This is an optimization exercise on Yosys and OpenROAD, whose aim is small area and a short achievable clock period, not a production implementation. RTL that was checked went through simulation tests only; none was proved equivalent to the original. Function not checked in runs 1 to 3: the RTL went through the layout flow alone. Power figures rest on the tool's default switching activity, not on a simulated workload.

[flow/flow/run.sh]
#!/bin/bash
# The standard layout, with these changes:
#  - synthesis: flow/my_synth.tcl (abc scripts flow/map.abc for the adder
#    modules, flow/top.abc for the rest; no full/half adder cells);
#  - ports are buffered with the smallest buffer instead of a delay cell;
#  - clock tree synthesis without dummy loads.
# Everything else (floorplan, tap cells, power grid, placement, CTS,
# routing) is the standard flow's own flow, run through standard.sh.
set -euo pipefail
here=$(pwd)
bash standard.sh ADDER_MAP_FILE= SYNTH_SCRIPT="$here/flow/my_synth.tcl" \
  "BUFFER_PORTS_ARGS=-buffer_cell sky130_fd_sc_hd__buf_1" \
  "CTS_ARGS=-sink_clustering_enable -repair_clock_nets -dont_use_dummy_load -sink_clustering_size 20 -buf_list sky130_fd_sc_hd__clkbuf_4" \
  finish > "$here/standard_flow.log" 2>&1
[flow/flow/map.abc]
strash
map
topo
stime -c
buffer -c
upsize -c
dnsize -c
[flow/flow/my_synth.tcl]
# The standard synthesis script (synth_recipe.tcl) with two changes:
#  - abc maps the adder modules with flow/map.abc (plain mapping of the
#    prefix trees as written) and the rest with flow/top.abc (area-leaning),
#    instead of ORFS's speed script;
#  - the adder modules keep their own hierarchy while abc maps, so abc sees
#    each adder alone; they are flattened at the end, as synth_recipe.tcl does.
# Flip-flops are mapped before abc and all live in the top module, so the
# registers, their names and cells are those of the standard synthesis.
set ::my_dir [file dirname [file normalize [info script]]]
set ::my_keep_done 0
proc abc {args} {
  set i [lsearch -exact $args -script]
  if { $i < 0 } { yosys abc {*}$args; return }
  set j [expr {$i + 1}]
  yosys abc {*}[lreplace $args $j $j $::my_dir/map.abc] adder16 addS8
  yosys abc {*}[lreplace $args $j $j $::my_dir/top.abc] cpu
}
proc synth {args} {
  if { !$::my_keep_done } {
    set ::my_keep_done 1
    yosys setattr -mod -set keep_hierarchy 1 adder16 addS8
  }
  yosys synth -nofsm -noshare {*}$args
}
source $::env(SCRIPTS_DIR)/synth.tcl
# left out here: clear keep_hierarchy, flatten, clean up, hide names made inside functions, write 1_2_yosys.v
[flow/flow/top.abc]
strash
&get -n
&fraig -x
&put
scorr
dc2
strash
&get -n
&dch -f
&nf
&put
[flow/standard.sh]
#!/bin/bash
# synth_recipe.tcl (not shown) runs the flow's synth.tcl, then flattens the netlist and writes it again
# the make line also repeats each setting of config.mk as NAME=value (left out here)
make -C /OpenROAD-flow-scripts/flow DESIGN_CONFIG=/design/flow/config.mk WORK_HOME=/design/flow/orfs CLKGATE_MAP_FILE= SYNTH_SCRIPT=/design/flow/synth_recipe.tcl "${@:-finish}"
[flow/config.mk]
export PLATFORM = sky130hd
export DESIGN_NAME = cpu
export DESIGN_NICKNAME = cpu
export VERILOG_FILES = /design/flow/design.v
export SDC_FILE = /design/flow/constraint.sdc
export NUM_CORES = 4
export LEC_CHECK = 0
export CAP_MARGIN = 20
export CORE_MARGIN = 2
export CORE_UTILIZATION = 40
export SETUP_SLACK_MARGIN = 3.0
export SLEW_MARGIN = 20
[flow/constraint.sdc]
create_clock -name core_clock -period 6.0 [get_ports {clk}]
set_input_delay 1.2000 -clock core_clock [delete_from_list [all_inputs] [get_ports {clk}]]
set_output_delay 1.2000 -clock core_clock [all_outputs]
set_load 0.01 [all_outputs]
[flow/design.v]
`timescale 1ns/1ns
package cpuPkg;
  typedef logic [16-1:0] word_t;
  typedef logic [3:0] regIndex_t;
  typedef enum logic [3:0] {
    OP_NOP   = 4'd0,
    OP_ADD   = 4'd1,
    OP_SUB   = 4'd2,
    OP_AND   = 4'd3,
    OP_OR    = 4'd4,
    OP_XOR   = 4'd5,
    OP_MOVI  = 4'd6,
    OP_ADDI  = 4'd7,
    OP_CMPEQ = 4'd8,
    OP_CMPGT = 4'd9,
    OP_LOAD  = 4'd10,
    OP_BT    = 4'd11,
    OP_BF    = 4'd12,
    OP_JR    = 4'd13
  } opcode_t;
  typedef enum logic [2:0] {
    ALU_PASS, ALU_ADD, ALU_SUB, ALU_AND, ALU_OR, ALU_XOR, ALU_CMPEQ, ALU_CMPGT
  } aluOp_t;
  typedef enum logic [1:0] {MEM_NONE, MEM_LOAD} memOp_t;
  typedef enum logic [2:0] {JUMP_NONE, JUMP_REL, JUMP_REG} jumpOp_t;
  typedef enum logic [1:0] {BYP_FILE, BYP_EX, BYP_ME, BYP_IMM} bypassSel_t;
endpackage
`timescale 1ns/1ns
module adder16 (
  input  logic [15:0] a,
  input  logic [15:0] b,
  input  logic        cin,
  output logic [15:0] sum,
  output logic        c15,
  output logic [15:0] andAB,
  output logic [15:0] xorAB
);
  logic [15:0] g, p, gp;
  assign andAB = a & b;
  assign xorAB = a ^ b;
  always_comb begin
    g = andAB;
    p = xorAB;
    g[0] = g[0] | (p[0] & cin);
    gp = p;
    for (int l = 0; l < 4; l++) begin
      for (int i = 15; i >= 0; i--) begin
        if (((i >> l) & 1) == 1) begin
          g[i]  = g[i] | (gp[i] & g[((i >> l) << l) - 1]);
          gp[i] = gp[i] & gp[((i >> l) << l) - 1];
        end
      end
    end
  end
  assign sum = p ^ {g[14:0], cin};
  assign c15 = g[14];
endmodule
module addS8 (
  input  logic [15:0] a,
  input  logic [7:0]  b,
  output logic [15:0] y
);
  logic [7:0] g, p, gp, hi, inc, dec;
  logic       allOnes, allZeros, carry;
  always_comb begin
    g = a[7:0] & b;
    p = a[7:0] ^ b;
    gp = p;
    for (int l = 0; l < 3; l++) begin
      for (int i = 7; i >= 0; i--) begin
        if (((i >> l) & 1) == 1) begin
          g[i]  = g[i] | (gp[i] & g[((i >> l) << l) - 1]);
          gp[i] = gp[i] & gp[((i >> l) << l) - 1];
        end
      end
    end
    carry = g[7];
    hi = a[15:8];
    allOnes  = 1'b1;
    allZeros = 1'b1;
    for (int i = 0; i < 8; i++) begin
      inc[i]   = hi[i] ^ allOnes;
      dec[i]   = hi[i] ^ allZeros;
      allOnes  = allOnes & hi[i];
      allZeros = allZeros & !hi[i];
    end
    y[7:0] = p ^ {g[6:0], 1'b0};
    if (carry && !b[7])      y[15:8] = inc;
    else if (!carry && b[7]) y[15:8] = dec;
    else                     y[15:8] = hi;
  end
endmodule
`timescale 1ns/1ns
module cpu (
  input  logic          clk,
  input  logic          reset,
  output logic [15:0]   bAddr,
  input  logic [15:0]   bMemRead,
  output logic [15:0]   aAddr,
  input  logic [15:0]   aMemRead,
  output logic [15:0]   ifPc,
  output logic [15:0]   ifIr,
  output logic [15:0]   exCalResult,
  output logic [1:0]    exMemControl,
  output logic [3:0]    meRegisterT,
  output logic          meWriteEnable,
  output logic [15:0]   meCalResult,
  output logic          tFlag,
  output logic [175:0]  registerValue
);
  logic [15:0] pc;
  logic [15:0] idIr;
  logic        inDelaySlot;
  logic [3:0]  exRegisterT;
  logic        exWriteEnable;
  logic        exLoad;
  logic [15:0] regs [11];
  logic [15:0] opS, opM;
  logic        sFromEx, sFromMe, mFromEx, mFromMe;
  logic [3:0] op;
  assign op = idIr[15:12];
  logic isAdd, isSub, isAnd, isOr, isXor, isMovi, isAddi, isCmpEq, isCmpGt, isLoad;
  logic isBt, isBf, isJr;
  assign isAdd   = op == 4'd1;
  assign isSub   = op == 4'd2;
  assign isAnd   = op == 4'd3;
  assign isOr    = op == 4'd4;
  assign isXor   = op == 4'd5;
  assign isMovi  = op == 4'd6;
  assign isAddi  = op == 4'd7;
  assign isCmpEq = op == 4'd8;
  assign isCmpGt = op == 4'd9;
  assign isLoad  = op == 4'd10;
  assign isBt    = op == 4'd11;
  assign isBf    = op == 4'd12;
  assign isJr    = op == 4'd13;
  logic decWriteEnable;
  assign decWriteEnable = (op >= 4'd1 && op <= 4'd7) || isLoad;
  logic [15:0] rs, rm;
  assign rs = sFromEx ? exCalResult : (sFromMe ? meCalResult : opS);
  assign rm = mFromEx ? exCalResult : (mFromMe ? meCalResult : opM);
  logic        invert, carryIn;
  logic [15:0] bOp, p, g, sum;
  logic        c15;
  assign bOp    = rm ^ {16{invert}};
  adder16 aluAdder (.a(rs), .b(bOp), .cin(carryIn), .sum(sum), .c15(c15), .andAB(g), .xorAB(p));
  logic gt, eq;
  assign gt = (!rs[15] && rm[15]) || ((!rs[15] || rm[15]) && c15);
  assign eq = p == 16'd0;
  logic [15:0] result;
  logic selSum, selG, selP, selRm;
  assign selSum = isAdd || isAddi || isSub;
  assign selG   = isAnd || isOr;
  assign selP   = isXor || isOr;
  assign selRm  = !(selSum || selG || selP);
  assign result = ({16{selSum}} & sum) | ({16{selG}} & g) | ({16{selP}} & p) | ({16{selRm}} & rm);
  logic tNext;
  assign tNext = isCmpGt ? gt : eq;
  logic [7:0] immA;
  always_comb begin
    if (isMovi)      immA = idIr[7:0];
    else if (isAddi) immA = {{4{idIr[3]}}, idIr[3:0]};
    else if (isLoad) immA = {4'b0, idIr[3:0]};
    else             immA = 8'd0;
  end
  logic [15:0] addrNext;
  addS8 addrAdder (.a(rs), .b(immA), .y(addrNext));
  logic jumpRel, jumpReg;
  assign jumpRel = !inDelaySlot && ((isBt && tFlag) || (isBf && !tFlag));
  assign jumpReg = !inDelaySlot && isJr;
  logic [15:0] pcAdd;
  addS8 pcAdder (.a(pc), .b(jumpRel ? idIr[7:0] : 8'd1), .y(pcAdd));
  logic [15:0] nxtIr;
  assign nxtIr = {reset ? 8'd0 : bMemRead[15:8], bMemRead[7:0]};
  logic [3:0] nS, nM;
  logic       nImm;
  assign nS   = bMemRead[7:4];
  assign nM   = bMemRead[3:0];
  assign nImm = nxtIr[15:13] == 3'b011;   
  logic [15:0] readS, readM, immM;
  logic [15:0] regsNext [11];
  always_comb begin
    readS = 16'd0;
    readM = 16'd0;
    for (int i = 0; i < 11; i++) begin
      readS = readS | ({16{nS == 4'(i)}} & regsNext[i]);
      readM = readM | ({16{nM == 4'(i)}} & regsNext[i]);
    end
  end
  assign immM = nxtIr[12] ? {{12{nxtIr[3]}}, nxtIr[3:0]} : {{8{nxtIr[7]}}, nxtIr[7:0]};
  always_ff @(posedge clk) begin
    if (reset) begin
      pc            <= 16'd0;
      exWriteEnable <= 1'b0;
      meWriteEnable <= 1'b0;
      tFlag         <= 1'b0;
      meCalResult   <= 16'd0;
    end else begin
      pc            <= jumpReg ? rs : pcAdd;
      exWriteEnable <= decWriteEnable;
      meWriteEnable <= exWriteEnable;
      if (isCmpEq || isCmpGt) tFlag <= tNext;
      meCalResult   <= exLoad ? aMemRead : exCalResult;
    end
    idIr        <= nxtIr;
    invert      <= nxtIr[15:12] == 4'd2 || nxtIr[15:12] == 4'd9;
    carryIn     <= nxtIr[15:12] == 4'd2;
    inDelaySlot <= jumpRel || jumpReg;
    exLoad      <= isLoad;
    opS         <= readS;
    opM         <= nImm ? immM : readM;
    sFromEx     <= nS < 4'd11 && decWriteEnable && idIr[11:8] == nS;
    sFromMe     <= nS < 4'd11 && exWriteEnable && exRegisterT == nS;
    mFromEx     <= !nImm && nM < 4'd11 && decWriteEnable && idIr[11:8] == nM;
    mFromMe     <= !nImm && nM < 4'd11 && exWriteEnable && exRegisterT == nM;
    exCalResult <= result;
    exRegisterT <= idIr[11:8];
    aAddr       <= addrNext;
    meRegisterT <= exRegisterT;
  end
  logic [15:0] writeValue;
  assign writeValue = reset ? 16'd0 : meCalResult;
  always_comb begin
    for (int i = 0; i < 11; i++) begin
      logic we;
      we = reset || (meWriteEnable && meRegisterT == 4'(i));
      regsNext[i] = ({16{we}} & writeValue) | ({16{!we}} & regs[i]);
    end
  end
  always_ff @(posedge clk) begin
    for (int i = 0; i < 11; i++) regs[i] <= regsNext[i];
  end
  always_comb begin
    for (int i = 0; i < 11; i++) registerValue[16*i +: 16] = regs[i];
  end
  assign bAddr        = pc;
  assign ifPc         = pc;
  assign ifIr         = bMemRead;
  assign exMemControl = {1'b0, exLoad};
endmodule
==> out/summary.md, run 1 <==
The run finished with no timing, DRC or antenna violations. Across all layers, the routed design uses 17985 vias. The final-report setup violation count was 0; the distinct cell type count after synthesis was 72. The run gives 0 as the total count of max-transition violations in the final report. Worst clock skew: 64.3 ps. The wire length of the first global-routing pass is 110 mm. Along the worst path, the maximum fanout reaches 33.

The core footprint was 38600 um2. Total power for the finished layout comes to 4.11 mW. The final total negative setup slack came out at 0 ps. The global-route track usage on met1 was 46.6%.

The layer flagged by global routing as most heavily used is met2. The count of port buffers added during placement is 312, and the floorplan row count is 72. Per report_power, the clock group accounts for 36.9% of the total. The total power divided by cell area came out at 217 nW/um2. For the number of H-tree levels, the log shows 3.

Pin placement for this block handled 314 I/O pins. The number of instances in the synthesized netlist is 1887. The worst pin sits at a relative slew slack of 23.2%. Setup repair after global routing could not meet its margin everywhere. The CTS sink count is 307, and the number of maximum-capacitance constraint violations is 0.

STA puts the critical path data required time at 6650 ps. Static timing analysis puts the maximum clock frequency at 0.333 GHz. The area of the mapped netlist was 15700 um2. The largest area contributor in the synthesized netlist was dfxtp_1.

The fraction of synthesis flops using an asynchronous set or reset pin was 0%. TritonCTS built the clock tree. The startpoint identified for the worst register-to-register timing path is meRegisterT[1]. The clock-pin slew on the worst setup and hold paths is 60 ps, and the via-per-instance ratio is 6.30. The classification of the worst setup path was input port to flop. The run gives 0.121 mV as the worst supply voltage drop on vdd.

For the worst setup path, the data arrival time is 3650 ps. Averaged over all synthesized cells, the footprint is 8.30 um2. The run gives 16877 as the number of global-route vias before repair. The tree is rooted in a clkbuf_4. Synthesis inferred 307 register bits.

Cell internal power was estimated by the tool at 2.88 mW. Summing the sequential cell areas from Yosys gives 39.3% of the chip area. The worst hold path begins at exRegisterT[3]. After routing the design area is 19000 um2. The most frequent cell after synthesis was dfxtp_1.

The run gives 3895 as the number of fill cells. The tools report the all-layer global routing usage as 36.2%. The layout-stage area growth over the synthesis result is 21.1%, and the pin count of the biggest net entering global routing is 37. The post-route netlist has 12.8% of its cells at a drive strength greater than 1. The run gives 1.23 mW as the net switching power of the design. From bottom edge to top edge, the die measures 202 um. The synthesized design contains 0 enable-type register cells.

Counting instances in the post-synthesis netlist gives the leading cell types as dfxtp_1 (307), nand2_1 (184), nor2_1 (151), clkinv_1 (127), a22oi_1 (115). In this run the worst hold path is classified as flop to flop. When the netlist entered floorplanning its net count stood at 1921.

The origin of the worst setup path was reset. The worst path needs 3000 ps of the cycle, external delays included. The final number of hold-violating endpoints came out at 0. Summed over all nets, the half-perimeter wirelength after detailed placement is 53.0 mm. In the routed design, unresolved DRC markers number 0. The filler-free cell count of the finished design was 2854; the total global routing overflow was 0. Combinational fraction of design power: 11.3%. The final critical path takes up 50.0% of the cycle. The buffer levels on the longest clock path was 3. The placed instances occupy a cell area of 17600 um2. The first routing iteration left 2208 violations. The number of antenna violations at the first check in global routing is 6, and the latest clock arrival within the worst-skew pair is 800 ps. The total detailed-routing wirelength was 77.0 mm; the count of yosys warnings during synthesis was 5. For the pin with the worst max-slew slack, the measured transition is 1150 ps. The fraction of post-synthesis cell area in the top cell type by area works out to 39.3%. The die covers 40700 um2. At the end of the flow, the number of nets in the layout was 2370.

The run gives 2726 as the number of instances in the placed design. In the global route stage, met2 resource usage came out at 55.5%. The tools report the CTS buffer count as 88. STA classifies the critical path startpoint as an input port. At the end of routability-driven placement, the weighted congestion stood at 1.00. Yosys attributes the largest share of cell area to dfxtp_1 (39%), a22oi_1 (5.5%), nand2_1 (4.4%), o22ai_1 (3.7%), nor2_1 (3.6%). The tools report the met3 track demand over resource in global routing as 9.50%.

Once detail routing completed, the nets flagged for antenna violations numbered 0. The initial standard-cell utilization of the core is 40.5%, and the die boundary width is 202 um. The switching share of power was 30.0%; the total iterations of the first detailed-routing run was 6. For this run, the leading register cell type out of synthesis is dfxtp_1.

The number of hold buffers added after CTS is 0, and the share of the core filled with cells in the final layout is 49.1%. Sequential cells account for 51.8% of the total power. STA classifies the critical path endpoint as a flop. The run gives 6.90 nW as the leakage component of the power. Dividing the detail-routed wire length by the instance count gives 27.0 um.
## routing by layer
| metal | share of wire, % | wire length (um) | vias up |
|---|---|---|---|
| met5 | 0.030 | 23 | - |
| met4 | 6.0 | 4650 | 6 |
| met3 | 11 | 8850 | 347 |
| met2 | 44 | 33600 | 1341 |
| met1 | 39 | 29900 | 8486 |
| li1 | - | - | 7805 |
## cell type report
cell class	count	area [um2]	share of cell area (%)
sequential	307	6160	32.5
timing repair buffer	405	1910	10.1
antenna	2	5.00	0.0264
multi-input combinational	1352	8900	46.9
clock buffer	88	661	3.48
inverter	182	684	3.61
tap	518	648	3.42
## critical path, cell delays in order
cell      delay, ps
clkbuf_2        120
buf_4           460
a21oi_1         370
buf_4           290
a22oi_1         280
o221ai_1        180
nor4_1          550
a31oi_1         160
## sequential cells by signal, indices dropped and copies added (netlist names), 4 cells and up
signal / count
opS: 16
meRegisterT: 4
meCalResult: 16
exCalResult: 16
pc: 16
exRegisterT: 4
regs: 176
aAddr: 16
idIr: 16
opM: 16
## timing repair
| item | 4_1_cts | 5_1_grt |
|---|---|---|
| gates cloned | 0 | 3 |
| gates resized for setup | 43 | 69 |
| buffers inserted | 9 | 26 |
| pin swaps | 1 | 21 |
| endpoints found under the setup margin | 55 | 38 |
## final timing paths
check / slack [ps] / end / cells past startpoint
max: 3000 / opM[4] / 8
min: 380 / meRegisterT[3] / 0
max reg2reg: 3060 / opM[4] / 8
min reg2reg: 380 / meRegisterT[3] / 0
## cells by family (layout without fill, tap and decap cells)
| group | after synthesis | after routing | synth area share (%) |
|---|---|---|---|
| flip-flops | 307 | 307 | 39.3 |
| AO/OA/AOI/OAI | 609 | 610 | 27.7 |
| adder cells (fa/ha/maj) | 6 | 6 | 0.400 |
| other | 1 | 3 | 0.0240 |
| buffers and inverters | 231 | 675 | 6.56 |
| AND/OR/NAND/NOR | 598 | 600 | 17.8 |
| multiplexers | 48 | 48 | 3.07 |
| XOR/XNOR | 87 | 87 | 5.19 |
## modules after synthesis (local to each module, per instance)
| module | flops+latches | times used | cell area (um2) |
|---|---|---|---|
| addS8 | 0 | 2 | 791 |
| adder16 | 0 | 1 | 887 |
| cpu | 307 | 1 | 13200 |
## power groups by stage
stage | combinational, mW | sequential (mW) | clock, mW
floorplan | 0.240 | 2.16 | 0
global route | 0.487 | 2.13 | 1.64
CTS | 0.425 | 2.13 | 1.54
global placement | 0.414 | 2.17 | 0
detailed placement | 0.419 | 2.17 | 0
finish | 0.464 | 2.13 | 1.52
## layout by cell type (no fill, tap or decap), types with 10 or more instances in the layout
master,Yosys,routed
o21ai_2,1,11
o221ai_1,14,14
inv_1,51,49
a222oi_1,16,16
o211ai_1,62,62
a21o_1,54,54
xnor2_1,39,36
dfxtp_1,307,302
nor2b_1,38,35
nand2b_1,14,13
o21ai_0,65,50
nor3_1,34,32
o2111a_1,14,14
buf_1,0,304
and2_0,20,17
mux2i_1,48,48
a22o_1,11,11
xor2_1,43,38
a21oi_2,1,10
clkinv_1,127,126
nand2_1,184,180
buf_4,37,89
nor4_1,39,35
a21oi_1,69,58
nand3_1,81,80
nor2_4,1,10
a22oi_1,115,115
o2111ai_1,12,12
a31oi_1,17,17
nor2_1,151,136
o22ai_1,93,93
clkbuf_4,0,88
o2bb2ai_1,19,19
## through the flow
stage                     setup WS (ps)  hold WS [ps]
after floorplan                    3160           375
after global placement             2090           386
after detailed placement           1970           383
after CTS                          3010           395
after global routing               2890           391
final                              3000           382
==> inputs of run 2 (changes only) <==
--- a/flow/design.v
+++ b/flow/design.v
@@ -27,2 +27,20 @@
 endpackage
+`timescale 1ns/1ns
+module readPort (
+  input  logic [3:0]   idx,
+  input  logic [175:0] vals,
+  input  logic         wbEnable,
+  input  logic [3:0]   wbIndex,
+  input  logic [15:0]  wbValue,
+  output logic [15:0]  q
+);
+  logic        hit;
+  logic [15:0] fromFile;
+  assign hit = wbEnable && wbIndex == idx && idx < 4'd11;
+  always_comb begin
+    fromFile = 16'd0;
+    for (int i = 0; i < 11; i++) fromFile = fromFile | ({16{idx == 4'(i)}} & vals[16*i +: 16]);
+  end
+  assign q = hit ? wbValue : fromFile;
+endmodule
 `timescale 1ns/1ns
@@ -180,11 +198,6 @@
   logic [15:0] readS, readM, immM;
-  logic [15:0] regsNext [11];
-  always_comb begin
-    readS = 16'd0;
-    readM = 16'd0;
-    for (int i = 0; i < 11; i++) begin
-      readS = readS | ({16{nS == 4'(i)}} & regsNext[i]);
-      readM = readM | ({16{nM == 4'(i)}} & regsNext[i]);
-    end
-  end
+  readPort portS (.idx(nS), .vals(registerValue), .wbEnable(meWriteEnable), .wbIndex(meRegisterT),
+                  .wbValue(meCalResult), .q(readS));
+  readPort portM (.idx(nM), .vals(registerValue), .wbEnable(meWriteEnable), .wbIndex(meRegisterT),
+                  .wbValue(meCalResult), .q(readM));
   assign immM = nxtIr[12] ? {{12{nxtIr[3]}}, nxtIr[3:0]} : {{8{nxtIr[7]}}, nxtIr[7:0]};
@@ -222,11 +235,6 @@
   assign writeValue = reset ? 16'd0 : meCalResult;
-  always_comb begin
+  always_ff @(posedge clk) begin
     for (int i = 0; i < 11; i++) begin
-      logic we;
-      we = reset || (meWriteEnable && meRegisterT == 4'(i));
-      regsNext[i] = ({16{we}} & writeValue) | ({16{!we}} & regs[i]);
-    end
-  end
-  always_ff @(posedge clk) begin
-    for (int i = 0; i < 11; i++) regs[i] <= regsNext[i];
+      if (reset || (meWriteEnable && meRegisterT == 4'(i))) regs[i] <= writeValue;
+    end
   end
--- a/flow/flow/my_synth.tcl
+++ b/flow/flow/my_synth.tcl
@@ -15,2 +15,3 @@
   yosys abc {*}[lreplace $args $j $j $::my_dir/map.abc] adder16 addS8
+  yosys abc {*}[lreplace $args $j $j $::my_dir/port.abc] readPort
   yosys abc {*}[lreplace $args $j $j $::my_dir/top.abc] cpu
@@ -20,3 +21,3 @@
     set ::my_keep_done 1
-    yosys setattr -mod -set keep_hierarchy 1 adder16 addS8
+    yosys setattr -mod -set keep_hierarchy 1 adder16 addS8 readPort
   }
==> flow/flow/port.abc (new file) <==
strash
&get -n
&fraig -x
&put
scorr
dc2
strash
dch -f
map -D 3000
topo
stime -c
buffer -c
upsize -c -D 3000
dnsize -c -D 3000
==> out/summary.md, run 2 <==
For the share of power burned in registers, the log shows 51.3% (-0.5 points). The number of H-tree levels was 3 (unchanged); the height of the die was 202 um (about the same). The cell area after placement was 17200 um2 (-2.2%); the share of the core filled with cells in the final layout was 48.0% (-1.1 points). The number of hold buffers added after CTS is 0 (unchanged).

The core footprint came out at 38600 um2 (unchanged). The top achievable clock speed was 0.331 GHz (-0.70%); the worst supply voltage drop on vdd was 0.167 mV (+38%). The logs give 1 (-5) for the number of antenna violations at the first check in global routing and 0 (unchanged) for the total global routing overflow.

The layout cell share with drive strength beyond 1 came out at 13.3% (+0.47 points). Area of the mapped netlist: 15700 um2 (+0.18%). For hold timing, the worst endpoint is meRegisterT[2]. The flip-flop count of the largest register after layout works out to 176 (unchanged). The power consumption was 5.31 mW (+29%); the total power divided by cell area was 287 nW/um2 (+32%). The tools report the number of maximum-capacitance constraint violations as 0 (unchanged).

The clock-pin slew on the worst setup and hold paths came out at 70 ps (about the same). The via-per-instance ratio came out at 5.96 (-5.5%). The leakage component of the power was 6.95 nW (+0.72%); the minimum clock period was 3020 ps (+21.2 ps).

The number of global-route vias before repair came out at 14205 (-16%). The net switching power of the design was 1.82 mW (+47%); the buffer levels on the longest clock path was 3 (unchanged). The fraction of post-synthesis cell area in the top cell type by area is 33.7% (-5.6 points). In the layout the commonest cells are buf_1 (307), nand2_1 (231), edfxtp_1 (176).

The number of I/O pins was 314 (unchanged). The logs give 84 (-4.5%) for the CTS buffer count and 43.8 mm (-17%) for the sum of net half-perimeters after detailed placement. The logs give 21.6% (+10 points) for the combinational fraction of design power and 50.4% (+11 points) for the portion of the post-synthesis area used by sequential elements. The logs give 307 (unchanged) for the CTS sink count and 1751 (-21%) for the violation count after the first detailed-routing iteration. The worst setup path is captured at a flop.

The worst register-to-register path ends at exCalResult[12]. The largest register by flop count is regs. The remaining routing DRC violations came out at 0 (unchanged). The run finished with no timing, DRC or antenna violations. Setup repair after global routing could not meet its margin everywhere. From synthesis to final layout, the design area changed by 18.2%. Most common flop cell mapped by yosys: edfxtp_1. The largest fanout on the critical path was 16 (-52%). The latest clock arrival within the worst-skew pair is 810 ps (about the same), and the mean routed wirelength per cell is 25.7 um (-4.9%). The tools report the worst clock skew as 82.2 ps (+17.8 ps).

Actual transition at the worst max-transition pin: 1140 ps (-9.10 ps). The tools report the total nets after synthesis as 1643 (-14%). Fraction of synthesis flops using an asynchronous set or reset pin: 0% (unchanged). Type of the worst min-delay path: flop to flop. The most frequent cell after synthesis was nand2_1.

For the number of instances in the synthesized netlist, the log shows 1609 (-15%). For the final-report setup violation count, the log shows 0 (unchanged). The initial standard-cell utilization of the core is 40.6% (+0.071 points). The tools report the worst path arrival time as 3650 ps (about the same). The reg-to-reg critical path startpoint is mFromMe.

The cell depth of the worst min-delay path came out at 0 (unchanged). The switching share of power works out to 34.2% (+4.2 points). The total count of max-transition violations in the final report is 0 (unchanged).

The tools report the register-to-register path setup slack as 3080 ps (+20 ps). The tree is rooted in a clkbuf_4. The tools report the origin of the worst min-delay path as exRegisterT[2].

The number of nets with antenna violations after detailed routing was 0 (unchanged). The distinct cell type count after synthesis is 73 (+1.4%). The wire length of the first global-routing pass came out at 91.7 mm (-17%). The run gives 5 (unchanged) as the count of yosys warnings during synthesis.

For the final number of hold-violating endpoints, the log shows 0 (unchanged). The run gives 1660 ps (-304 ps) as the worst setup slack after placement. Most common cell after layout, fill and taps aside: buf_1.

The synthesized area divided by synthesized cell count is 9.75 um2 (+17%). For the worst slew margin relative to its limit, the log shows 23.9% (+0.76 points). Sorting the synthesized cells by how often they occur yields nand2_1 (233), edfxtp_1 (176), nor2_1 (173), dfxtp_1 (131), inv_1 (105). For the all-layer global routing usage, the log shows 30.2% (-6.0 points). The proportion of power drawn by the clock network is 27.1% (-9.8 points).

The number of enable-type register cells in the synthesized netlist is 176 (+176), and the count of port buffers added during placement is 312 (unchanged). The tools report the final total negative setup slack as 0 ps (unchanged). The net count of the finished layout is 2016 (-15%), and the post-route worst setup slack is 2980 ps (-21.2 ps). The number of fill cells was 3706 (-4.9%). The full die area came out at 40800 um2 (+0.17%).

The largest area contributor in the synthesized netlist was edfxtp_1. Sorting the synthesized cells by area gives the leading types as edfxtp_1 (34%), dfxtp_1 (17%), nand2_1 (5.6%), a22oi_1 (4.2%), nor2_1 (4.1%). The total of flip-flops plus latches after synthesis was 307 (unchanged); the via count of the routed design was 14889 (-17%). The die boundary width works out to 202 um (about the same). Total iterations of the first detailed-routing run: 8 (+2). The worst endpoint required time was 6630 ps (-20 ps); the count of cells along the worst register-to-register path was 13 (+5).

The tools report the pin count of the biggest net entering global routing as 57 (+54%). The run gives 64.1 mm (-17%) as the total detailed-routing wirelength. The floorplan row count was 72 (unchanged). TritonCTS built the clock tree. STA classifies the critical path startpoint as an input port. The classification of the worst setup path is input port to flop. The internal power summed over all cells is 3.49 mW (+21%), and the routability congestion estimate is 0.956 (-4.5%). The final cycle utilization of the critical path is 50.4% (+0.35 points). The run gives 18500 um2 (-2.3%) as the final instance area.
## run 2: routing by layer
| metal | share of wire [%] | track usage (%) |
|---|---|---|
| met5 | 0 | 0 |
| met1 | 39 | 38.7 |
| met3 | 11 | 6.69 |
| met2 | 46 | 48.7 |
| met4 | 4.4 | 14.2 |
## run 2: layout make-up
cell class | count | area (um2) | share of cell area (%)
antenna | 1 | 2.50 | 0.0135
clock buffer | 84 | 631 | 3.40
inverter | 114 | 467 | 2.52
multi-input combinational | 1117 | 7320 | 39.5
sequential | 307 | 7930 | 42.8
tap | 518 | 648 | 3.50
timing repair buffer | 357 | 1530 | 8.24
timing repair inverter | 1 | 7.51 | 0.0405
## run 2: cells by family (layout without fill, tap and decap cells)
family	Yosys count	count (layout)	share of synthesized area [%]
AOI/OAI and AO/OA	406	407	19.4
xor gates and xnor gates	90	90	5.34
adders and majority gates	6	6	0.399
buffers and inverters	187	556	5.50
DFF	307	307	50.4
muxes	52	52	3.35
other	1	2	0.0239
and+or+nand+nor	560	561	15.6
## run 2: power by group through the flow
stage	clock, mW	combinational, mW	sequential, mW
after detailed placement	0	1.02	2.76
after floorplan	0	0.584	2.72
final	1.44	1.15	2.73
after global routing	1.56	1.23	2.74
after CTS	1.47	1.05	2.71
after global placement	0	1.02	2.76
## run 2: worst max path at each step
| stage | slack [ps] | start | endpoint | cells after the start |
|---|---|---|---|---|
| 6_report | 2980 | bMemRead[3] | opM[1] | 8 |
| 4_1_cts | 3000 | mFromMe | tFlag | 13 |
| 3_5_place_dp | 1660 | bMemRead[6] | opS[1] | 7 |
| 5_1_grt | 2850 | mFromMe | exCalResult[10] | 15 |
| 2_1_floorplan | 3030 | mFromMe | tFlag | 11 |
| 3_3_place_gp | 1630 | bMemRead[6] | opS[1] | 7 |
## run 2: modules after synthesis (local to each module, per instance)
module / cell area [um2] / cells / flops+latches
adder16: 887 / 153 / 0
readPort: 1280 / 224 / 0
addS8: 791 / 130 / 0
cpu: 10700 / 748 / 307
## run 2: what timing repair did
action | 4_1_cts | 5_1_grt
resized for setup | 61 | 85
gates cloned | 2 | 1
setup buffers | 7 | 18
pin swaps | 3 | 20
setup endpoints to repair | 65 | 52
## run 2: per-stage QoR
stage / hold slack (ps) / cells
2_1_floorplan: 373 / 1609
3_3_place_gp: 393 / 2386
3_5_place_dp: 386 / 2386
4_1_cts: 398 / 2479
5_1_grt: 410 / 2499
6_report: 395 / 2499
## run 2: worst max-delay path: stages
cell,delay (ps)
buf_1,70
buf_4,260
nor2_1,220
nand2_1,160
clkinvlp_4,440
a2111oi_1,730
a41oi_1,200
mux2_1,360
==> inputs of run 3 (changes only) <==
==> flow/flow/port.abc (replaced) <==
strash
&get -n
&fraig -x
&put
scorr
dc2
strash
&get -n
&dch -f
&nf
&put
topo
stime -c
buffer -c
upsize -c
dnsize -c
==> out/summary.md, run 3 <==
The run gives 77 (+5.5%) as the distinct cell type count after synthesis. For the portion of the post-synthesis area used by sequential elements, the log shows 49.6% (-0.78 points). The worst supply voltage drop on vdd is 0.172 mV (+2.9%).

The final number of hold-violating endpoints is 0 (unchanged). Fraction of post-synthesis cell area in the top cell type by area: 33.2% (-0.52 points). The final instance area was 18800 um2 (+1.2%); the switching share of power was 34.0% (-0.19 points). The fraction of synthesis flops using an asynchronous set or reset pin was 0% (unchanged). The flip-flop count of the largest register after layout was 176 (unchanged). The logs give 14463 (-2.9%) for the via count of the routed design and 0.336 GHz (+1.7%) for the top achievable clock speed. Among all cell types in the netlist, the one instantiated most often is edfxtp_1. The run gives 86 (+2.4%) as the CTS buffer count.

The combinational fraction of design power was 21.7% (about the same). The core footprint came out at 39500 um2 (+2.3%). Leaving out fill and tap cells, the most frequent cell in the layout is buf_1. STA classifies the critical path endpoint as an output port. The count of yosys warnings during synthesis is 5 (unchanged), and the final cycle utilization of the critical path is 49.5% (-0.83 points).

The net switching power of the design was 1.82 mW (about the same). The total of flip-flops plus latches after synthesis came out at 307 (unchanged). The total global routing overflow is 0 (unchanged). In this run the worst hold path is classified as flop to flop. The pin count of the biggest net entering global routing is 70 (+23%). The root buffer cell was clkbuf_4. Worst path arrival time: 1770 ps (-1880 ps). The die boundary width works out to 204 um (+0.77%).

The worst setup path is of the input port to output port kind. The final total negative setup slack came out at 0 ps (unchanged). The number of nets with antenna violations after detailed routing is 0 (unchanged). The run finished with no timing, DRC or antenna violations. Setup repair after global routing could not meet its margin everywhere. The run gives 6.88 nW (-0.93%) as the leakage component of the power. The tools report the worst endpoint required time as 4800 ps (-1830 ps).

By area the synthesized netlist is led by edfxtp_1 (33%), dfxtp_1 (16%), a222oi_1 (5.8%), nand2_1 (4.1%), xor2_1 (3.2%). The logs give 0 (unchanged) for the final-report setup violation count and 73 (+1.4%) for the floorplan row count. The run gives 28.8% (-1.5 points) as the all-layer global routing usage. The tools report the number of hold buffers added after CTS as 0 (unchanged). The logs give 0.929 (-2.8%) for the routability congestion estimate and 0 (unchanged) for the number of maximum-capacitance constraint violations. The count of port buffers added during placement came out at 312 (unchanged). Sum of net half-perimeters after detailed placement: 41.8 mm (-4.7%). The height of the die was 204 um (+0.77%). The largest fanout on the critical path is 21 (+5). For the worst clock skew, the log shows 107 ps (+24.4 ps). Initial standard-cell utilization of the core: 40.3% (-0.30 points). The CTS sink count is 307 (unchanged), and the total detailed-routing wirelength is 61.9 mm (-3.4%).

The largest area contributor in the synthesized netlist is edfxtp_1. The actual transition at the worst max-transition pin works out to 1170 ps (+28.1 ps). The layout-stage area growth over the synthesis result is 17.7%. The violation count after the first detailed-routing iteration was 1843 (+5.3%); the minimum clock period was 2970 ps (-49.7 ps). The total count of max-transition violations in the final report is 0 (unchanged).

The via-per-instance ratio is 6.07 (+2.0%). The total power divided by cell area was 285 nW/um2 (-0.64%); the mean routed wirelength per cell was 26.0 um (+1.4%). TritonCTS built the clock tree.

Clock-pin slew on the worst setup and hold paths: 50 ps (-20 ps). The number of instances in the synthesized netlist was 1489 (-7.5%). The logs give 10 (+2) for the total iterations of the first detailed-routing run and 15900 um2 (+1.6%) for the area of the mapped netlist. The worst slew margin relative to its limit is 22.1% (-1.9 points), and the full die area is 41400 um2 (+1.6%). The run gives 0 (unchanged) as the remaining routing DRC violations.

Most common flop cell mapped by yosys: edfxtp_1. For the number of I/O pins, the log shows 314 (unchanged). The number of global-route vias before repair was 13874 (-2.3%). The synthesized area divided by synthesized cell count was 10.7 um2 (+9.8%); the proportion of power drawn by the clock network was 27.5% (+0.4 points). Ranked by instance count, the synthesized netlist is headed by edfxtp_1 (176), nand2_1 (173), dfxtp_1 (131), nor2_1 (107), a222oi_1 (92). The share of power burned in registers was 50.8% (-0.5 points); the layout cell share with drive strength beyond 1 was 16.6% (+3.3 points).

The internal power summed over all cells is 3.52 mW (+0.82%). For the net count of the finished layout, the log shows 1891 (-6.2%). For the number of H-tree levels, the log shows 3 (unchanged). For the wire length of the first global-routing pass, the log shows 88.6 mm (-3.3%). The kind of launch point of the worst setup path is an input port. The cell area after placement was 17500 um2 (+1.5%).

The largest register by flop count is regs. In the layout the commonest cells are buf_1 (302), edfxtp_1 (176), nand2_1 (170). The latest clock arrival within the worst-skew pair was 800 ps (about the same). The buffer levels on the longest clock path is 3 (unchanged). The number of enable-type register cells in the synthesized netlist is 176 (unchanged), and the total nets after synthesis is 1523 (-7.3%). The tools report the number of antenna violations at the first check in global routing as 1 (unchanged).
[run 3: power groups by stage]
stage / Combinational, mW / Clock (mW) / Sequential, mW
floorplan: 0.614 / 0 / 2.72
global placement: 1.05 / 0 / 2.74
detailed placement: 1.06 / 0 / 2.75
CTS: 1.09 / 1.50 / 2.71
global route: 1.25 / 1.60 / 2.73
finish: 1.16 / 1.47 / 2.71
[run 3: final timing paths]
kind / start / to / slack, ps / cells past startpoint
max: bMemRead[3] / ifIr[3] / 3030 / 3
min: idIr[9] / exRegisterT[1] / 400 / 0
max reg2reg: tFlag / pc[8] / 3130 / 12
min reg2reg: idIr[9] / exRegisterT[1] / 400 / 0
[run 3: critical path, stage by stage]
cell and delay [ps]:
buf_1 90, buf_6 260, buf_1 220
[run 3: logic make-up after synthesis]
| logic type | synth area share, % |
|---|---|
| simple gates | 15.6 |
| compound gates | 19.5 |
| flops | 49.6 |
| buf+inv | 5.82 |
| xor+xnor | 5.36 |
| mux | 3.72 |
| fa+ha+maj | 0.393 |
| other cells | 0.0235 |
[run 3: per-stage QoR]
| step | setup WS [ps] | hold WS, ps | utilization (%) | power [mW] | std cells |
|---|---|---|---|---|---|
| finish | 3030 | 398 | 47.4 | 5.34 | 2381 |
| global route | 2960 | 407 | 47.4 | 5.58 | 2381 |
| CTS | 3000 | 398 | 46.4 | 5.29 | 2357 |
| detailed placement | 2030 | 391 | 44.3 | 3.81 | 2266 |
| global placement | 2210 | 390 | 44.2 | 3.79 | 2266 |
| floorplan | 3030 | 373 | - | 3.34 | 1489 |
[run 3: layout make-up]
cell class / instances / area [um2]
Antenna cell: 1 / 2.50
Clock buffer: 86 / 646
Fill cell: 3708 / 20800
Inverter: 62 / 233
Multi-Input combinational cell: 1025 / 7550
Sequential cell: 307 / 7940
Tap cell: 525 / 657
Timing Repair Buffer: 375 / 1720
[run 3: modules after synthesis, one instance, submodules excluded]
module    cell area, um2  flip-flops and latches  copies in the design
cpu                10700                     307                     1
adder16              887                       0                     1
readPort            1400                       0                     2
addS8                791                       0                     2
[run 3: layer usage]
metal	vias to the layer above	wire (um)	global-route usage, %
met2	985	27600	44.1
met1	6894	23900	36.4
met3	192	7410	9.33
met4	0	3060	14.3
li1	6392	-	-
met5	-	0	0.714
[run 3: timing repair]
item	in CTS	in global routing
pin swaps	2	14
gates resized for setup	67	78
setup endpoints to repair	41	32
cloned	0	4
setup buffers	5	19
==> inputs of run 4 (changes only) <==
--- a/flow/design.v
+++ b/flow/design.v
@@ -27,20 +27,2 @@
 endpackage
-`timescale 1ns/1ns
-module readPort (
-  input  logic [3:0]   idx,
-  input  logic [175:0] vals,
-  input  logic         wbEnable,
-  input  logic [3:0]   wbIndex,
-  input  logic [15:0]  wbValue,
-  output logic [15:0]  q
-);
-  logic        hit;
-  logic [15:0] fromFile;
-  assign hit = wbEnable && wbIndex == idx && idx < 4'd11;
-  always_comb begin
-    fromFile = 16'd0;
-    for (int i = 0; i < 11; i++) fromFile = fromFile | ({16{idx == 4'(i)}} & vals[16*i +: 16]);
-  end
-  assign q = hit ? wbValue : fromFile;
-endmodule
 `timescale 1ns/1ns
@@ -198,6 +180,19 @@
   logic [15:0] readS, readM, immM;
-  readPort portS (.idx(nS), .vals(registerValue), .wbEnable(meWriteEnable), .wbIndex(meRegisterT),
-                  .wbValue(meCalResult), .q(readS));
-  readPort portM (.idx(nM), .vals(registerValue), .wbEnable(meWriteEnable), .wbIndex(meRegisterT),
-                  .wbValue(meCalResult), .q(readM));
+  logic [10:0] hitReg;
+  logic        sHit, mHit;
+  always_comb begin
+    readS = 16'd0;
+    readM = 16'd0;
+    sHit  = 1'b0;
+    mHit  = 1'b0;
+    for (int i = 0; i < 11; i++) begin
+      hitReg[i] = meWriteEnable && meRegisterT == 4'(i);
+      readS = readS | ({16{nS == 4'(i) && !hitReg[i]}} & regs[i]);
+      readM = readM | ({16{nM == 4'(i) && !hitReg[i]}} & regs[i]);
+      sHit  = sHit | (nS == 4'(i) && hitReg[i]);
+      mHit  = mHit | (nM == 4'(i) && hitReg[i]);
+    end
+    readS = readS | ({16{sHit}} & meCalResult);
+    readM = readM | ({16{mHit}} & meCalResult);
+  end
   assign immM = nxtIr[12] ? {{12{nxtIr[3]}}, nxtIr[3:0]} : {{8{nxtIr[7]}}, nxtIr[7:0]};
--- a/flow/flow/my_synth.tcl
+++ b/flow/flow/my_synth.tcl
@@ -15,3 +15,2 @@
   yosys abc {*}[lreplace $args $j $j $::my_dir/map.abc] adder16 addS8
-  yosys abc {*}[lreplace $args $j $j $::my_dir/port.abc] readPort
   yosys abc {*}[lreplace $args $j $j $::my_dir/top.abc] cpu
@@ -21,3 +20,3 @@
     set ::my_keep_done 1
-    yosys setattr -mod -set keep_hierarchy 1 adder16 addS8 readPort
+    yosys setattr -mod -set keep_hierarchy 1 adder16 addS8
   }
removed: flow/flow/port.abc
==> out/summary.md, run 4 <==
The worst path arrival time was 1760 ps (about the same); the worst endpoint required time was 4800 ps (about the same). The tools report the total detailed-routing wirelength as 60.5 mm (-2.3%). The die boundary width came out at 200 um (-1.9%). Among all flip-flop cells after synthesis, the most frequent one is edfxtp_1.

The logs give 307 (unchanged) for the CTS sink count and 37700 um2 (-4.8%) for the core footprint. More flip-flops sit in one register than any other, and that register is regs. The startpoint identified for the worst register-to-register timing path is mFromMe.

The synthesized area divided by synthesized cell count is 10.4 um2 (-2.7%), and the total count of max-transition violations in the final report is 0 (unchanged). Worst setup path endpoint: ifIr[3]. Traced cell by cell, the critical path runs through buf_2 -> buf_1. Final total negative setup slack: 0 ps (unchanged). For the remaining routing DRC violations, the log shows 0 (unchanged). Summed over all instances, the cell type with the most area after synthesis is edfxtp_1.

The register-to-register path setup slack is 3150 ps (+20 ps), and the count of port buffers added during placement is 312 (unchanged). The sum of net half-perimeters after detailed placement came out at 39.6 mm (-5.2%). The fraction of synthesis flops using an asynchronous set or reset pin was 0% (unchanged). TritonCTS built the clock tree.

The leakage component of the power was 6.71 nW (-2.5%); the largest fanout on the critical path was 19 (-9.5%). Setup repair after global routing could not meet its margin everywhere. The endpoint identified for the worst register-to-register timing path is exCalResult[12]. The critical path endpoint category is an output port. The logs give 86.6 mm (-2.3%) for the wire length of the first global-routing pass and 0 (unchanged) for the final number of hold-violating endpoints. The number of enable-type register cells in the synthesized netlist is 176 (unchanged). The clock-pin slew on the worst setup and hold paths works out to 40 ps (about the same). The tightest min-delay check is of the flop to flop type.

Mean routed wirelength per cell: 25.3 um (-2.9%). The run gives 1 (unchanged) as the number of antenna violations at the first check in global routing. The number of hold buffers added after CTS was 0 (unchanged).

The count of cells along the worst register-to-register path was 15 (+3); the final-report setup violation count was 0 (unchanged). The portion of the post-synthesis area used by sequential elements came out at 51.6% (+2.0 points). The tools report the floorplan row count as 71 (-2.7%). Ranked by instance count, the synthesized netlist is headed by edfxtp_1 (176), nand2_1 (161), nor2_1 (134), dfxtp_1 (131), a222oi_1 (97). Count of yosys warnings during synthesis: 4 (-1). The total of flip-flops plus latches after synthesis is 307 (unchanged).

The area growth from synthesis to layout is 19.6%. The height of the die works out to 200 um (-1.9%). Top achievable clock speed: 0.337 GHz (+0.26%).

The worst slew margin relative to its limit came out at 19.9% (-2.2 points). The kind of cell adding the most delay to the critical path was buffers and inverters. The tools report the root buffer cell as clkbuf_4. The number of maximum-capacitance constraint violations was 0 (unchanged).

The top cell types in the final layout, fill and taps aside, are buf_1 (306), edfxtp_1 (176), nand2_1 (158). Total iterations of the first detailed-routing run: 10 (unchanged). STA classifies the critical path startpoint as an input port. The tools report the pin count of the biggest net entering global routing as 33 (-53%). For the sequential cell area, the log shows 7930 um2 (-0.20%). In the post-synthesis netlist, the biggest area contributors are edfxtp_1 (34%), dfxtp_1 (17%), a222oi_1 (6.3%), nand2_1 (3.9%), nor2_1 (3.3%).

Routability congestion estimate: 0.919 (-1.1%). Most common cell after layout, fill and taps aside: buf_1. The logs give 1920 (+1.5%) for the net count of the finished layout and 1917 (+4.0%) for the violation count after the first detailed-routing iteration.

The final-layout worst hold slack came out at 394 ps (-3.65 ps). Delay of the slowest cell on the worst path: 330 ps (+70 ps). For the initial standard-cell utilization of the core, the log shows 40.7% (+0.41 points). The slowest stage of the critical path is the buf_2 cell. Number of instances in the synthesized netlist: 1473 (-1.1%). For the all-layer global routing usage, the log shows 29.5% (+0.78 points).

The number of global-route vias before repair is 13749 (-0.90%). The number of buffer and inverter stages on the critical path is 2 (-1). The flip-flop count of the largest register after layout is 176 (unchanged).

The latest clock arrival within the worst-skew pair is 810 ps (about the same), and the number of I/O pins is 314 (unchanged). edfxtp_1 is the most common cell in the netlist. The flow ran to the end and the layout has no timing, DRC or antenna violations. The actual transition at the worst max-transition pin was 1200 ps (+29.1 ps). The total nets after synthesis came out at 1507 (-1.1%). The multi-input logic area is 7240 um2 (-4.1%). The classification of the worst setup path was input port to output port. Final cycle utilization of the critical path: 49.4% (-0.13 points). The via-per-instance ratio was 6.12 (+0.70%).

The area of the mapped netlist was 15300 um2 (-3.8%). The logs give 3 (unchanged) for the buffer levels on the longest clock path and 107 ps (+0.825 ps) for the worst clock skew. The full die area is 39900 um2 (-3.7%). For the number of nets with antenna violations after detailed routing, the log shows 0 (unchanged). Number of fill cells: 3644 (-1.7%). The fraction of post-synthesis cell area in the top cell type by area works out to 34.5% (+1.3 points). The total power divided by cell area was 288 nW/um2 (+1.0%); the via count of the routed design was 14662 (+1.4%).

The minimum clock period is 2960 ps (-7.78 ps). In this run the worst setup path begins at bMemRead[3]. The logs give 0 (unchanged) for the total global routing overflow and 0.190 mV (+11%) for the worst supply voltage drop on vdd. The run gives 84 (-2.3%) as the CTS buffer count. The layout cell share with drive strength beyond 1 was 13.5% (-3.1 points). The critical path depth was 2 (-1); the distinct cell type count after synthesis was 76 (-1.3%).

For the number of H-tree levels, the log shows 3 (unchanged).
## run 4: metrics by stage
step                      instances  power [mW]  setup slack [ps]  utilization (%)  instance area (um2)
after floorplan                1473        3.31              3020                -                15400
after CTS                      2379        5.22              3010             47.7                18000
after detailed placement       2286        3.77              2160             45.6                17200
after global routing           2396        5.52              2880             48.7                18300
final                          2397        5.27              3040             48.7                18300
after global placement         2286        3.76              2290             45.6                17200
## run 4: cell type report
class | instances | area share, %
Sequential cell | 307 | 43.2
Multi-Input combinational cell | 1057 | 39.5
Timing Repair Buffer | 373 | 9.07
Tap cell | 511 | 3.49
Clock buffer | 84 | 3.44
Inverter | 63 | 1.29
Antenna cell | 2 | 0.0273
## run 4: worst reg2reg max path: stages (launching register included)
cell      delay, ps
dfxtp_4         370
buf_12          140
buf_4           130
mux2i_1         190
nor2_1           70
a21oi_2         140
xnor2_1          90
and2_4          190
nor2_4          170
nand2_1         120
o21ai_4         240
a21oi_4          80
o211ai_1        180
nand2_1          70
a222oi_1        420
o21ai_1         130
## run 4: cell families after synthesis
group	count (synthesis)	share of synthesized area, %
multiplexers	49	3.21
AND/OR/NAND/NOR	526	16.5
other	1	0.0245
XOR/XNOR	87	5.30
buffers and inverters	112	3.79
AO/OA/AOI/OAI	385	19.2
adder cells (fa/ha/maj)	6	0.408
flip-flops	307	51.6
## run 4: per-module statistics from Yosys, one instance, submodules excluded
module / cells inside / flip-flops and latches / cell area (um2)
addS8: 130 / 0 / 791
adder16: 153 / 0 / 887
cpu: 1060 / 307 / 12900
## run 4: timing repair
| item | CTS | global route |
|---|---|---|
| gates resized for setup | 47 | 61 |
| pin swaps | 4 | 18 |
| gates cloned | 1 | 2 |
| buffers inserted | 8 | 12 |
| endpoints found under the setup margin | 34 | 29 |
## run 4: worst min-delay path by stage
stage	start	endpoint	slack, ps	cells past startpoint
3_3_place_gp	exRegisterT[2]	meRegisterT[2]	380	0
5_1_grt	exRegisterT[2]	meRegisterT[2]	410	0
3_5_place_dp	exRegisterT[0]	meRegisterT[0]	380	0
2_1_floorplan	idIr[10]	exRegisterT[2]	370	0
4_1_cts	exRegisterT[3]	meRegisterT[3]	390	0
6_report	exRegisterT[3]	meRegisterT[3]	390	0
## run 4: per-layer routing
layer	global-route usage, %	part of all wire [%]	vias to the layer above
li1	-	-	6457
met1	38.8	38	6958
met2	44.9	45	1057
met3	7.98	12	190
met4	15.1	4.5	0
met5	0	0	-
## run 4: report_power, final
| group | total (mW) | internal (mW) | switching, mW |
|---|---|---|---|
| sequential | 2.71 | 2.47 | 0.247 |
| combinational | 1.13 | 0.393 | 0.733 |
| clock | 1.43 | 0.632 | 0.802 |
==> inputs of run 5 (changes only) <==
--- a/flow/flow/run.sh
+++ b/flow/flow/run.sh
@@ -5,3 +5,5 @@
 #  - ports are buffered with the smallest buffer instead of a delay cell;
-#  - clock tree synthesis without dummy loads.
+#  - after global placement, flow/split_feedthrough.tcl gives the fetch
+#    logic behind each bMemRead input buffer a buffer of its own;
+#  - clock tree synthesis without dummy loads, with clkbuf_4 only.
 # Everything else (floorplan, tap cells, power grid, placement, CTS,
@@ -12,2 +14,3 @@
   "BUFFER_PORTS_ARGS=-buffer_cell sky130_fd_sc_hd__buf_1" \
+  "POST_GLOBAL_PLACE_TCL=$here/flow/split_feedthrough.tcl" \
   "CTS_ARGS=-sink_clustering_enable -repair_clock_nets -dont_use_dummy_load -sink_clustering_size 20 -buf_list sky130_fd_sc_hd__clkbuf_4" \
==> flow/flow/split_feedthrough.tcl (new file) <==
# ifIr is bMemRead passed straight through. After port buffering, each
# bMemRead input buffer also drives the fetch-stage logic; give that logic a
# buffer of its own so the pass-through path only sees the output buffer.
foreach i {0 1 2 3 4 5 6 7 8 9 10 11 12 13 14 15} {
  set port_net [get_nets -of_objects [get_ports "bMemRead\[$i\]"]]
  set ibuf_in [get_pins -of_objects $port_net -filter "direction == input"]
  if { [llength $ibuf_in] != 1 } { continue }
  set ibuf [get_cells -of_objects $ibuf_in]
  set ibuf_out [get_pins -of_objects $ibuf -filter "direction == output"]
  set net [get_nets -of_objects $ibuf_out]
  set out_net [get_nets -of_objects [get_ports "ifIr\[$i\]"]]
  set obuf_out [get_pins -of_objects $out_net -filter "direction == output"]
  set obuf_name [get_full_name [get_cells -of_objects $obuf_out]]
  set loads {}
  foreach p [get_pins -of_objects $net -filter "direction == input"] {
    if { [get_full_name [get_cells -of_objects $p]] ne $obuf_name } { lappend loads $p }
  }
  if { [llength $loads] > 0 } {
    insert_buffer -buffer_cell sky130_fd_sc_hd__buf_2 -net $net -load_pins $loads
  }
}
==> out/summary.md, run 5 <==
For the number of instances in the synthesized netlist, the log shows 1473 (unchanged). The die boundary width was 200 um (unchanged). For the floorplan row count, the log shows 71 (unchanged). The fraction of post-synthesis cell area in the top cell type by area works out to 34.5% (unchanged). The tool reported: "[ERROR STA-0100] unsupported object type Port".

The number of enable-type register cells in the synthesized netlist is 176 (unchanged), and the area share of xor/xnor cells in the synthesized design is 5.30% (unchanged). The total of flip-flops plus latches after synthesis works out to 307 (unchanged). The flow did not finish.

Total nets after synthesis: 1507 (unchanged). The compound-cell area share of the yosys netlist is 19.2% (unchanged), and the count of port buffers added during placement is 312 (unchanged). The area of the mapped netlist was 15300 um2 (unchanged); the fraction of synthesis flops using an asynchronous set or reset pin was 0% (unchanged). The height of the die came out at 200 um (unchanged). Ranked by total cell area, the synthesized netlist is headed by edfxtp_1 (34%), dfxtp_1 (17%), a222oi_1 (6.3%), nand2_1 (3.9%), nor2_1 (3.3%).

The synthesized design spends more area on one cell type than any other, namely edfxtp_1. The run ended at global placement (3_3_place_gp). The number of I/O pins was 314 (unchanged).

Synthesized-area fraction occupied by and/or/nand/nor cells: 16.5% (unchanged). The most used flip-flop cell after synthesis is edfxtp_1. The initial standard-cell utilization of the core came out at 40.7% (unchanged).

The fraction of the mapped netlist area in adder cells is 0.408% (unchanged), and the portion of the post-synthesis area used by sequential elements is 51.6% (unchanged). The multiplexer fraction of the synthesized cell area works out to 3.21% (unchanged). Among all cell types in the netlist, the one instantiated most often is edfxtp_1. Count of yosys warnings during synthesis: 4 (unchanged). Distinct cell type count after synthesis: 76 (unchanged). Sorting the synthesized cells by how often they occur yields edfxtp_1 (176), nand2_1 (161), nor2_1 (134), dfxtp_1 (131), a222oi_1 (97). The synthesized area divided by synthesized cell count was 10.4 um2 (unchanged). After synthesis, the largest family of logic cells by area is compound AO/OA/AOI/OAI gates.
-- run 5: cell counts after synthesis --
Identical to the previous run, type by type.
-- run 5: logic make-up after synthesis --
group,Yosys count
simple gates,526
other cells,1
buf+inv,112
compound gates,385
mux,49
flops,307
xor+xnor,87
fa+ha+maj,6
-- run 5: per-module statistics from Yosys, one instance, submodules excluded --
module   cells inside  copies in the design  flip-flops and latches  area, um2
adder16           153                     1                       0        887
addS8             130                     2                       0        791
cpu              1060                     1                     307      12900
==> inputs of run 6 (changes only) <==
--- a/flow/config.mk
+++ b/flow/config.mk
@@ -10,3 +10,3 @@
 export CORE_UTILIZATION = 40
-export SETUP_SLACK_MARGIN = 3.0
+export SETUP_SLACK_MARGIN = 3.2
 export SLEW_MARGIN = 20
==> out/summary.md, run 6 <==
The flow did not finish. The flow halted during global placement (3_3_place_gp). The tool reported: "[ERROR STA-0100] unsupported object type Port".

Count of yosys warnings during synthesis: 4 (unchanged). The fraction of post-synthesis cell area in the top cell type by area was 34.5% (unchanged). The multiplexer fraction of the synthesized cell area came out at 3.21% (unchanged). By count the netlist is led by edfxtp_1 (176), nand2_1 (161), nor2_1 (134), dfxtp_1 (131), a222oi_1 (97). The floorplan row count was 71 (unchanged); the compound-cell area share of the yosys netlist was 19.2% (unchanged). The total of flip-flops plus latches after synthesis was 307 (unchanged). By area the synthesized netlist is led by edfxtp_1 (34%), dfxtp_1 (17%), a222oi_1 (6.3%), nand2_1 (3.9%), nor2_1 (3.3%).

The most frequent cell after synthesis was edfxtp_1. Synthesized-area fraction occupied by and/or/nand/nor cells: 16.5% (unchanged). Number of instances in the synthesized netlist: 1473 (unchanged).

The fraction of synthesis flops using an asynchronous set or reset pin works out to 0% (unchanged). The fraction of the mapped netlist area in adder cells works out to 0.408% (unchanged). The die boundary width was 200 um (unchanged); the total nets after synthesis was 1507 (unchanged). Largest area contributor in the synthesized netlist: edfxtp_1. The number of I/O pins is 314 (unchanged), and the area share of xor/xnor cells in the synthesized design is 5.30% (unchanged). For the area of the mapped netlist, the log shows 15300 um2 (unchanged). The count of port buffers added during placement came out at 312 (unchanged). The initial standard-cell utilization of the core is 40.7% (unchanged). The most common flop cell mapped by yosys is edfxtp_1. The portion of the post-synthesis area used by sequential elements came out at 51.6% (unchanged).

After synthesis, the largest family of logic cells by area is compound AO/OA/AOI/OAI gates. The number of enable-type register cells in the synthesized netlist is 176 (unchanged). The height of the die was 200 um (unchanged). The distinct cell type count after synthesis is 76 (unchanged), and the synthesized area divided by synthesized cell count is 10.4 um2 (unchanged).
-- run 6: cell counts after synthesis --
Identical to the previous run, type by type.
-- run 6: Yosys stat by module (local to each module, per instance) --
module   flip-flops and latches  times used  cells inside  area (um2)
cpu                         307           1          1060       12900
adder16                       0           1           153         887
addS8                         0           2           130         791
-- run 6: cells by family after synthesis --
family | after synthesis
buf+inv | 112
xor+xnor | 87
other cells | 1
fa+ha+maj | 6
flops | 307
compound gates | 385
simple gates | 526
mux | 49
==> inputs of run 7 (changes only) <==
--- a/flow/flow/split_feedthrough.tcl
+++ b/flow/flow/split_feedthrough.tcl
@@ -4,3 +4,3 @@
 foreach i {0 1 2 3 4 5 6 7 8 9 10 11 12 13 14 15} {
-  set port_net [get_nets -of_objects [get_ports "bMemRead\[$i\]"]]
+  set port_net [get_nets "bMemRead\[$i\]"]
   set ibuf_in [get_pins -of_objects $port_net -filter "direction == input"]
@@ -10,3 +10,3 @@
   set net [get_nets -of_objects $ibuf_out]
-  set out_net [get_nets -of_objects [get_ports "ifIr\[$i\]"]]
+  set out_net [get_nets "ifIr\[$i\]"]
   set obuf_out [get_pins -of_objects $out_net -filter "direction == output"]
@@ -17,3 +17,3 @@
   }
-  if { [llength $loads] > 0 } {
+  if { [llength $loads] > 1 } {
     insert_buffer -buffer_cell sky130_fd_sc_hd__buf_2 -net $net -load_pins $loads
--- a/flow/config.mk
+++ b/flow/config.mk
@@ -10,3 +10,3 @@
 export CORE_UTILIZATION = 40
-export SETUP_SLACK_MARGIN = 3.2
+export SETUP_SLACK_MARGIN = 3.0
 export SLEW_MARGIN = 20
==> out/summary.md, run 7 <==
In the synthesized netlist, the cells that appear most often are edfxtp_1 (176), nand2_1 (161), nor2_1 (134), dfxtp_1 (131), a222oi_1 (97). The number of instances in the synthesized netlist came out at 1473 (unchanged). The synthesized area divided by synthesized cell count was 10.4 um2 (unchanged).

From synthesis to final layout, the design area changed by 19.5%. By area the synthesized netlist is led by edfxtp_1 (34%), dfxtp_1 (17%), a222oi_1 (6.3%), nand2_1 (3.9%), nor2_1 (3.3%). The height of the die came out at 200 um (unchanged).

The top cell types in the final layout, fill and taps aside, are buf_1 (311), edfxtp_1 (176), nand2_1 (159). Dividing total power by cell area gives a power density of 287 nW/um2. The run gives 2140 ps as the worst setup slack after placement.

Setup repair after global routing could not meet its margin everywhere. The worst setup path is captured at a flop. The fraction of synthesis flops using an asynchronous set or reset pin is 0% (unchanged), and the clock-pin slew on the worst setup and hold paths is 60 ps.

The most critical setup path has its startpoint at bMemRead[6]. All-layer global routing usage: 29.4%. The origin of the worst min-delay path was exRegisterT[3].

For hold timing, the worst endpoint is meRegisterT[3]. Pin count of the biggest net entering global routing: 33. The clock net in this run drives a total of 307 sinks.

The total nets after synthesis is 1507 (unchanged), and the final number of hold-violating endpoints is 0. Most common cell after layout, fill and taps aside: buf_1. Layout cell share with drive strength beyond 1: 13.2%.

The tools report the floorplan row count as 71 (unchanged). The worst path meets setup with 2970 ps of slack. The tools report the worst supply voltage drop on vdd as 0.150 mV.

Along the worst hold path, the cell count comes to 0. For the pin with the worst max-slew slack, the measured transition is 1300 ps. Combinational cells account for 21.2% of the total power. At the later pin of the worst-skew pair, clock insertion delay measures 770 ps. After detailed routing, the number of remaining DRC violations is 0. TritonCTS built the clock tree. The sum of net half-perimeters after detailed placement was 39.9 mm. The largest total area in the synthesized netlist belongs to edfxtp_1. The count of yosys warnings during synthesis is 4 (unchanged).

The first detailed-routing pass ran for 12 iterations. For the number of nets with antenna violations after detailed routing, the log shows 0. The logs give 6.71 nW for the leakage component of the power and 14711 for the via count of the routed design. The run finished with no timing, DRC or antenna violations. The endpoint identified for the worst register-to-register timing path is exCalResult[12]. Along the worst path, the maximum fanout reaches 16. The setup path with the least slack is of type input port to flop.

In the post-synthesis netlist, the cell with the most instances is edfxtp_1. The run gives 40.7% (unchanged) as the initial standard-cell utilization of the core. The worst register-to-register path begins at mFromMe. The most common flop cell mapped by yosys is edfxtp_1.

Portion of the post-synthesis area used by sequential elements: 51.6% (unchanged). The H-tree was split into 3 levels. For the distinct cell type count after synthesis, the log shows 76 (unchanged). After the first detailed-routing iteration, the DRC count stood at 2098. The internal power of the cells totals 3.48 mW. Final total negative setup slack: 0 ps. The tools report the total count of max-transition violations in the final report as 0. For this design the total switching power over the nets is 1.78 mW. The total global routing overflow is 0, and the number of global-route vias before repair is 13823.

The area of the mapped netlist was 15300 um2 (unchanged). The number of I/O pins came out at 314 (unchanged). The number of fill cells was 3627; the switching share of power was 33.9%. Derived from the worst setup path, the maximum achievable clock frequency is 0.330 GHz. STA puts the critical path data arrival time at 3680 ps. The minimum clock period came out at 3030 ps. Root buffer cell: clkbuf_4.

Clock skew on the completed layout was measured at 69.9 ps. Dividing the final minimum period by the clock period gives 50.5%. Across the run, the number of max-cap violations was 0. The logs give 3 for the buffer levels on the longest clock path and 39900 um2 for the full die area. In this run, CTS created clock tree buffers numbering 83. Ranked by flip-flop count, first place goes to regs. The count of cells along the worst register-to-register path works out to 14. The worst register-to-register path has a setup slack of 2980 ps.

The proportion of power drawn by the clock network came out at 27.2%. For the share of power burned in registers, the log shows 51.6%. The flip-flop count of the largest register after layout was 176; the net count of the finished layout was 1928. The number of enable-type register cells in the synthesized netlist is 176 (unchanged), and the count of port buffers added during placement is 312 (unchanged). The via-per-instance ratio came out at 6.12. After detailed routing, the average wire length per cell comes to 25.2 um.

The first global-routing pass estimated 86.3 mm of wire. The die boundary width was 200 um (unchanged). The total detailed-routing wirelength came out at 60.7 mm. The fraction of post-synthesis cell area in the top cell type by area came out at 34.5% (unchanged). Setup violations remaining at the end of the flow were counted as 0. The number of antenna violations at the first check in global routing came out at 1. The total of flip-flops plus latches after synthesis works out to 307 (unchanged). Measured against its own limit, the worst slew margin works out to 13.1%. The core footprint was 37700 um2.

The path class of the tightest hold or removal check is flop to flop. Total power for the finished layout comes to 5.26 mW. STA puts the critical path data required time at 6650 ps. The tightest hold path in the finished design has a slack of 394 ps. STA classifies the critical path startpoint as an input port.
-- run 7: area by class of cell --
class | count | area, um2 | area share [%]
antenna | 2 | 5.00 | 0.0273
sequential | 307 | 7920 | 43.2
inverter | 63 | 236 | 1.29
multi-input combinational | 1056 | 7180 | 39.2
timing repair buffer | 383 | 1720 | 9.37
tap | 511 | 639 | 3.49
clock buffer | 83 | 623 | 3.40
-- run 7: worst max-delay path, cell delays in order --
cell       delay [ps]
buf_1             180
buf_2             170
buf_4             240
nand2b_1          230
a211oi_4         1050
a22oi_1           250
nand3_1           160
a21oi_1            50
o2111ai_1         140
-- run 7: repair_timing --
item / CTS / global route
hold endpoints to repair: 0 / 0
endpoints found under the setup margin: 30 / 27
pin swaps: 2 / 19
hold buffers: 0 / 0
buffers inserted: 6 / 14
cloned: 0 / 2
resized for setup: 35 / 54
-- run 7: worst max-delay path by stage --
stage	endpoint	slack (ps)	depth (start not counted)
after global routing	tFlag	2840	16
final	opS[6]	2970	9
after floorplan	opM[6]	3020	6
after global placement	pc[13]	2290	12
after detailed placement	pc[11]	2140	12
after CTS	tFlag	2980	15
-- run 7: Yosys stat by module (local to each module, per instance) --
module	cell area, um2	flops+latches	times used	cells
addS8	791	0	2	130
cpu	12900	307	1	1060
adder16	887	0	1	153
-- run 7: logic make-up (layout without fill, tap and decap cells) --
logic type | Yosys count | count (layout) | share of synthesized area, %
AND/OR/NAND/NOR | 526 | 527 | 16.5
AO/OA/AOI/OAI | 385 | 386 | 19.2
flip-flops | 307 | 307 | 51.6
buffers and inverters | 112 | 529 | 3.79
XOR/XNOR | 87 | 87 | 5.30
multiplexers | 49 | 49 | 3.21
adder cells (fa/ha/maj) | 6 | 6 | 0.408
other | 1 | 3 | 0.0245
-- run 7: power groups by stage --
stage	clock network (mW)	logic (mW)	registers (mW)
after floorplan	0	0.592	2.72
final	1.43	1.12	2.71
after CTS	1.46	1.05	2.70
after global placement	0	1.01	2.75
after detailed placement	0	1.03	2.75
after global routing	1.56	1.21	2.73
-- run 7: routing by layer --
layer / track usage [%] / up-vias / routed length (um)
li1: - / 6478 / -
met1: 37.8 / 6964 / 23400
met2: 44.6 / 1087 / 26900
met3: 9.16 / 182 / 7730
met4: 15.0 / 0 / 2640
met5: 0 / - / 0
-- run 7: stage by stage --
stage	cell area (um2)	util (%)	std cells
final	18300	48.7	2405
after global routing	18300	48.6	2404
after CTS	18000	47.7	2385
after detailed placement	17200	45.7	2296
after global placement	17200	45.6	2286
after floorplan	15400	-	1473

## separate check: timing with driven ports
In the flow no input, the clock included, has a driving cell. The finished layouts below were timed again as built, in two steps.
Step 1 sets driving cells, clkbuf_16 on the clock port and buf_2 on the other inputs (assumed; they add their load-dependent delay and slew).
Step 2, shift: input delay + t, output delay - t, t = (earliest + latest rising clock arrival at the registers) / 2. This alone moves slack from input paths to output paths.
Slacks: no drivers / after step 1 / after step 2; pairs: no drivers / after step 1.
run | t, ns | slack for setup (ns) | latest minus earliest clock arrival (ns)
run 1 | 0.826 | 2.999 / 3.006 / 2.202 | 0.069 / 0.070
run 2 | 0.812 | 2.978 / 3.007 / 2.195 | 0.090 / 0.090
run 3 | 0.801 | 3.028 / 3.004 / 2.308 | 0.117 / 0.118
run 4 | 0.811 | 3.035 / 3.006 / 2.358 | 0.124 / 0.124
run 7 | 0.790 | 2.968 / 2.979 / 2.202 | 0.080 / 0.079
After both steps setup and hold are still met in every run listed. The setup slack of run 1, which loses most, moves by +0.007 ns with the drivers and by -0.797 ns with both steps.
